What follows belongs to an exercise in optimizing a design on an open flow for small area; a production flow would make more cautious choices. At most, simulation tests tie the RTL to the original design; equivalence was not proved.

==> inputs of exp/quartz <==
Design muldiv_unit, start of the top module:
module muldiv_unit #(
    parameter int unsigned MUL_CYCLES = 2,
    parameter int unsigned DIV_ITERS  = 32
) (
    input  logic        clk,
    input  logic        rst,
    input  logic        start,
    input  logic [1:0]  op,
    input  logic        flush,
    input  logic [31:0] srca,
    input  logic [31:0] srcb,
    output logic        stall,
    output logic        busy,
    output logic        done,
    output logic [31:0] hi,
    output logic [31:0] lo
);
==> flow/config.mk <==
export PLATFORM = sky130hd
export DESIGN_NAME = muldiv_unit
export DESIGN_NICKNAME = muldiv_unit
export VERILOG_FILES = /design/flow/design.v
export SDC_FILE = /design/flow/constraint.sdc
export NUM_CORES = 4
export LEC_CHECK = 0
export CAP_MARGIN = 20
export CORE_MARGIN = 2
export CORE_UTILIZATION = 50
export CTS_BUF_LIST = sky130_fd_sc_hd__clkbuf_8
export PLACE_DENSITY = 0.7
export SLEW_MARGIN = 20
==> flow/constraint.sdc <==
create_clock -name core_clock -period 10.5 [get_ports {clk}]
set_input_delay 2.1000 -clock core_clock [delete_from_list [all_inputs] [get_ports {clk}]]
set_output_delay 2.1000 -clock core_clock [all_outputs]
set_load 0.01 [all_outputs]
standard.sh (not shown) runs the stock make flow with config.mk's settings and CLKGATE_MAP_FILE= SYNTH_SCRIPT=/design/flow/synth_recipe.tcl, a recipe that flattens the netlist after the stock synthesis.
==> flow/flow/run.sh <==
#!/bin/bash
# Standard synthesis and layout (standard.sh), with faster port buffers than the
# resizer's default pick, and power recovery (downsizing of gates off the critical
# paths) after global routing.
set -euo pipefail
export BUFFER_PORTS_ARGS="-buffer_cell sky130_fd_sc_hd__buf_2"
export RECOVER_POWER=100
bash standard.sh synth > synth.log 2>&1
bash standard.sh finish > layout.log 2>&1
==> exp/tundra: changes against exp/quartz <==
==> flow/flow/run.sh (replaced) <==
#!/bin/bash
# Standard synthesis and layout (standard.sh), with faster port buffers than the
# resizer's default pick, so the input-to-output paths of the last multiply pass
# need less timing repair.
set -euo pipefail
export BUFFER_PORTS_ARGS="-buffer_cell sky130_fd_sc_hd__buf_2"
bash standard.sh synth > synth.log 2>&1
bash standard.sh finish > layout.log 2>&1
- CTS_BUF_LIST: sky130_fd_sc_hd__clkbuf_8 -> not set
- PLACE_DENSITY: 0.7 -> not set
==> notes.md <==
                                                                        exp/tundra                     exp/quartz
Placed cell areas                                                      0.0181 mm^2                    0.0179 mm^2
Bufs w/o clock                                                                 245                            223
Setup slack of the worst register-to-register path                         3.45 ns                        2.98 ns
Met2 Track Usage GR                                                          0.540                          0.514
Post-DP HPWL                                                             46,800 um                      46,100 um
Vias in the first global route                                              15,100                         15,200
Final instance area                                                    0.0184 mm^2                    0.0181 mm^2
DRT iter0 DRCs                                                               1,786                          1,784
Final core utilization                                                       0.568                          0.558
Status                                                     complete, no violations     complete, but fails checks
Violated checks                                                                  -  capacitance limit, slew limit
Maximum Capacitance Violations                                                   0                              4
No run of this note included a check of the RTL's function; only the layout flow was run.

========
==> job 8288 <==
Another version of the RTL of muldiv_unit (not shown whole).
export LEC_CHECK = 0
export CAP_MARGIN = 20
export CORE_MARGIN = 2
export CORE_UTILIZATION = 60
export SLEW_MARGIN = 20
create_clock -name core_clock -period 10.5 [get_ports {clk}]
run.sh (not shown) runs the stock make flow with config.mk's settings and CLKGATE_MAP_FILE= SYNTH_SCRIPT=/design/flow/synth_recipe.tcl, a recipe that flattens the netlist after the stock synthesis.
Stock flow here: none of the scripts above is used.
==> job 2394 (differences from job 8288) <==
- GPL_TIMING_DRIVEN: default -> 0
==> comparison table <==
quantity                                                            job 8288                    job 2394
Setup TNS Final                                                    -7.449 ns                   -4.833 ns
Per-cell routed wire length                                         26.26 um                    29.01 um
Buffer share of cell area                                             21.73%                      16.30%
Area growth from synthesis to layout                                  38.28%                      31.08%
Reg2reg setup slack                                                  2.32 ns                     1.89 ns
Buffers outside the clock class                                          575                         408
Wire length after detailed routing                                  71.33 mm                    73.91 mm
Final clock-cell share                                                1.388%                      1.393%
Proportion of cell area occupied by registers                         6.581%                      6.924%
Result of the run                                 complete, but fails checks  complete, but fails checks
Reasons for failing layout checks                               setup timing                setup timing
Number of setup buffers added after CTS                                   55                          83
Footprint of the flip-flops and latches                           1465 sq um                  1461 sq um
Global Route met3 Usage                                               11.50%                      16.90%
Final Core Density                                                    84.96%                      80.54%
Amount of wire on met2 after detailed routing                       30.50 mm                    30.69 mm
Reg-to-reg critical path endpoint                                    l_q[23]                     h_q[25]
Share of the clock period used by the worst path                      104.6%                      104.5%
Critical path's largest stage delay                                  0.54 ns                     0.48 ns
Min setup slack post-route                                        -0.4868 ns                  -0.4689 ns
Worst slack at placement                                           -1.492 ns                   -2.653 ns
No functional check of the RTL was part of any run of this note.

========
==> inputs of v31 <==
Another version of the RTL of muldiv_unit (not shown whole).
Settings: LEC_CHECK=0, CAP_MARGIN=20, CORE_MARGIN=2, CORE_UTILIZATION=50, SLEW_MARGIN=20; clock period 10.5 ns.
==> v3: changes against v31 <==
--- a/flow/design.v
+++ b/flow/design.v
@@ -23,24 +23,24 @@
     logic [5:0]  ph;
     logic        sa, sb;
     logic [35:0] xa;              
     logic [32:0] bm;              
     logic        bzero;
-    logic        ph0, ph1, ph2, div_last, div_end;
+    logic        ph0, div_abs, div_end, div_last;
+    logic        p0_q, e33_q, e34_q;    
     assign is_div    = op[1];
     assign is_signed = ~op[0];
     assign ph        = act_q ? cnt_q : 6'd0;
     assign ph0       = ~act_q;
-    assign ph1       = act_q & (cnt_q == 6'd1);
-    assign ph2       = act_q & (cnt_q == 6'd2);
     assign sa        = is_signed & srca[31];
     assign sb        = is_signed & srcb[31];
     assign xa        = {sa, sa, sa, sa, srca};
     assign bm        = {sb, srcb};
     assign bzero     = (srcb == 32'd0);
-    assign div_last  = div_q & act_q & (cnt_q == 6'd33);
-    assign div_end   = act_q & (cnt_q == 6'd32);
+    assign div_abs   = act_q & p0_q;
+    assign div_end   = act_q & e33_q;
+    assign div_last  = div_q & act_q & e34_q;
     function automatic logic [2:0] booth(input logic [2:0] x);
         booth[0] = x[1] ^ x[0];                                             
         booth[1] = (x[2] & ~x[1] & ~x[0]) | (~x[2] & x[1] & x[0]);           
         booth[2] = x[2] & ~(x[1] & x[0]);                                   
     endfunction
@@ -50,11 +50,11 @@
     logic        sa_q, sb_q;      
     assign xw0 = {xa[11:0], 1'b0};
     assign xwn = ph0 ? xa[23:11] : xa[35:23];
     always_comb begin
         for (int j = 0; j < 6; j++) begin
-            enc0[3*j +: 3] = is_div ? 3'b000 : booth(xw0[2*j +: 3]);
+            enc0[3*j +: 3] = booth(xw0[2*j +: 3]);
             encn[3*j +: 3] = is_div ? 3'b000 : booth(xwn[2*j +: 3]);
         end
     end
     logic [5:0] rone, rtwo, rneg;
     always_comb begin
@@ -62,13 +62,13 @@
             rone[j] = ph0 ? enc0[3*j]   : enc_q[3*j];
             rtwo[j] = ph0 ? enc0[3*j+1] : enc_q[3*j+1];
             rneg[j] = ph0 ? enc0[3*j+2] : enc_q[3*j+2];
         end
         if (~ph0 & div_q) begin
-            rone[0] = ~div_last;
+            rone[0] = ~div_last & ~div_abs;
             rtwo[0] = div_last & h_q[33];
-            rneg[0] = div_last ? (h_q[33] & (sb_q ^ sa_q)) : ~(h_q[33] ^ sb_q);
+            rneg[0] = div_last ? (h_q[33] & (sb_q ^ sa_q)) : (~div_abs & ~(h_q[33] ^ sb_q));
         end
     end
     logic [33:0] ppx0, ppx1, ppx2, ppx3, ppx4, ppx5;
     logic [33:0] bsel [6];
     always_comb begin
@@ -82,12 +82,12 @@
     assign ppx3 = bsel[3] ^ {34{rneg[3]}};
     assign ppx4 = bsel[4] ^ {34{rneg[4]}};
     assign ppx5 = bsel[5] ^ {34{rneg[5]}};
     logic [33:0] acc;
     logic        cin;
-    assign cin = ph0 ? (is_div & sa) : (div_last & sa_q);
-    assign acc = (ph0 ? (is_div ? {sa, sa, srca} : 34'd0) : h_q) ^ {34{cin}};
+    assign cin = div_q & sa_q & (div_abs | div_last);
+    assign acc = (ph0 ? 34'd0 : h_q) ^ {34{cin}};
     logic [45:0] cpa_a, cpa_b, t;
     logic s1;
     logic c2;
     logic s3;
     logic c4;
@@ -899,24 +899,30 @@
         lor[0] = 1'b0;
         for (int i = 1; i < 32; i++) lor[i] = lor[i-1] | l_q[i-1];
     end
     assign q_out = l_q ^ ({32{qneg}} & lor);
     logic done_c;
-    assign done_c = act_q & (is_div ? (cnt_q == 6'd33) : (cnt_q == 6'd2));
+    assign done_c = act_q & (is_div ? (cnt_q == 6'd34) : (cnt_q == 6'd2));
     always_ff @(posedge clk) begin
         if (rst) begin
             act_q <= 1'b0;
         end else begin
             act_q <= start & ~flush & ~done_c;
         end
         cnt_q <= act_q ? cnt_q + 6'd1 : 6'd1;
+        p0_q  <= ~act_q;
+        e33_q <= act_q & (cnt_q == 6'd32);
+        e34_q <= act_q & (cnt_q == 6'd33);
         enc_q <= encn;
         div_q <= is_div;
         sa_q  <= sa;
         sb_q  <= sb;
         if (is_div) begin
             if (ph0) begin
+                h_q <= {2'b00, srca};
+                l_q <= {l_q[30:0], ~t[33]};
+            end else if (div_abs) begin
                 h_q <= {33'd0, t[31]};
                 l_q <= t[31:0];
             end else begin
                 h_q <= {t[32:0], div_end ? 1'b0 : l_q[30]};
                 l_q <= {l_q[30:0], ~t[33]};
==> flow/flow/run.sh (new file) <==
#!/bin/bash
# Standard synthesis and layout (standard.sh), with faster port buffers than the
# resizer's default pick, so the input-to-output paths of the last multiply pass
# need less timing repair.
set -euo pipefail
export BUFFER_PORTS_ARGS="-buffer_cell sky130_fd_sc_hd__buf_2"
bash standard.sh synth > synth.log 2>&1
bash standard.sh finish > layout.log 2>&1
==> flow/standard.sh (new file) <==
#!/bin/bash
# synth_recipe.tcl (not shown) runs the flow's synth.tcl, then flattens the netlist and writes it again
# the make line also repeats each setting of config.mk as NAME=value (left out here)
make -C /OpenROAD-flow-scripts/flow DESIGN_CONFIG=/design/flow/config.mk WORK_HOME=/design/flow/orfs CLKGATE_MAP_FILE= SYNTH_SCRIPT=/design/flow/synth_recipe.tcl "${@:-finish}"
removed: flow/run.sh
==> results.json <==
{
  "status": "failed layout checks",
  "check.faults": "setup timing",
  "wl_um": 59500,
  "yosys.area_share.simple": 0.0987,
  "synth_xor_area_frac": 0.170,
  "setup_slack_ns": -0.0158,
  "routedWlPerCell_um": 22.3,
  "drive_gt1_frac": 0.208,
  "grtUsageMet2": 0.523,
  "gp_congestion": 0.964,
  "setup_violations": 1
}
# the run above: v31

==> results.json <==
{
  "status": "timing/DRC/antenna clean",
  "setup_violations": 0,
  "routedWlPerCell_um": 22.6,
  "gp_congestion": 0.934,
  "busiest_layer": "met1",
  "critPathMaxStageDelay_ns": 0.58,
  "multi_input_area_um2": 13200,
  "clock_path_buffers": 2,
  "wl_um": 57400,
  "regArea_um2": 1950,
  "drive_gt1_frac": 0.137,
  "grt.total_usage": 0.341,
  "setup_slack_ns": 0.301,
  "grtUsageMet2": 0.498,
  "yosys.area_share.simple": 0.121,
  "yosysMostFrequentCell": "inv_1",
  "synth_top_family_by_area": "adder cells"
}
# the run above: v3

Only the layout flow was run in v3; the RTL was not checked for function there.

-- what the ideal ports hide --
The flow's constraints put no driver on any port. The routed layouts listed below were extracted and timed again, unchanged, in two steps. Step 1 (the two cells are an assumption about what drives the block):
set clk [get_ports {clk}]
set_driving_cell -lib_cell sky130_fd_sc_hd__clkbuf_16 $clk
set_driving_cell -lib_cell sky130_fd_sc_hd__buf_2 [delete_from_list [all_inputs] $clk]
Step 2 moves the port delays by t, midway between the first and last clock arrival at a register: inputs arrive t later, outputs are due t later. That takes back most of the time a late clock gives input paths. Three values: no drivers, after step 1, after step 2; two values: the first two.
run | t, ns | slack for setup (ns) | hold WS [ns] | slew at the worst register clock pin (ns) | cell pins on the clock port's net
exp/quartz | 0.414 | 0.197 / 0.162 / 0.162 | 0.459 / 0.459 / 0.459 | 0.11 / 0.11 | 1
exp/tundra | 0.394 | 0.190 / 0.170 / 0.170 | 0.449 / 0.449 / 0.449 | 0.08 / 0.08 | 1
job 8288 | 0.372 | -0.487 / -0.518 / -0.518 | 0.448 / 0.448 / 0.448 | 0.07 / 0.07 | 1
job 2394 | 0.373 | -0.469 / -0.499 / -0.499 | 0.439 / 0.439 / 0.439 | 0.07 / 0.07 | 1
v31 | 0.390 | -0.016 / -0.038 / -0.038 | 0.467 / 0.467 / 0.467 | 0.08 / 0.08 | 1
v3 | 0.401 | 0.301 / 0.278 / 0.278 | 0.453 / 0.453 / 0.453 | 0.08 / 0.08 | 1
The setup slack of exp/quartz, which loses most, moves by -0.035 ns with the drivers and by -0.035 ns with both steps.
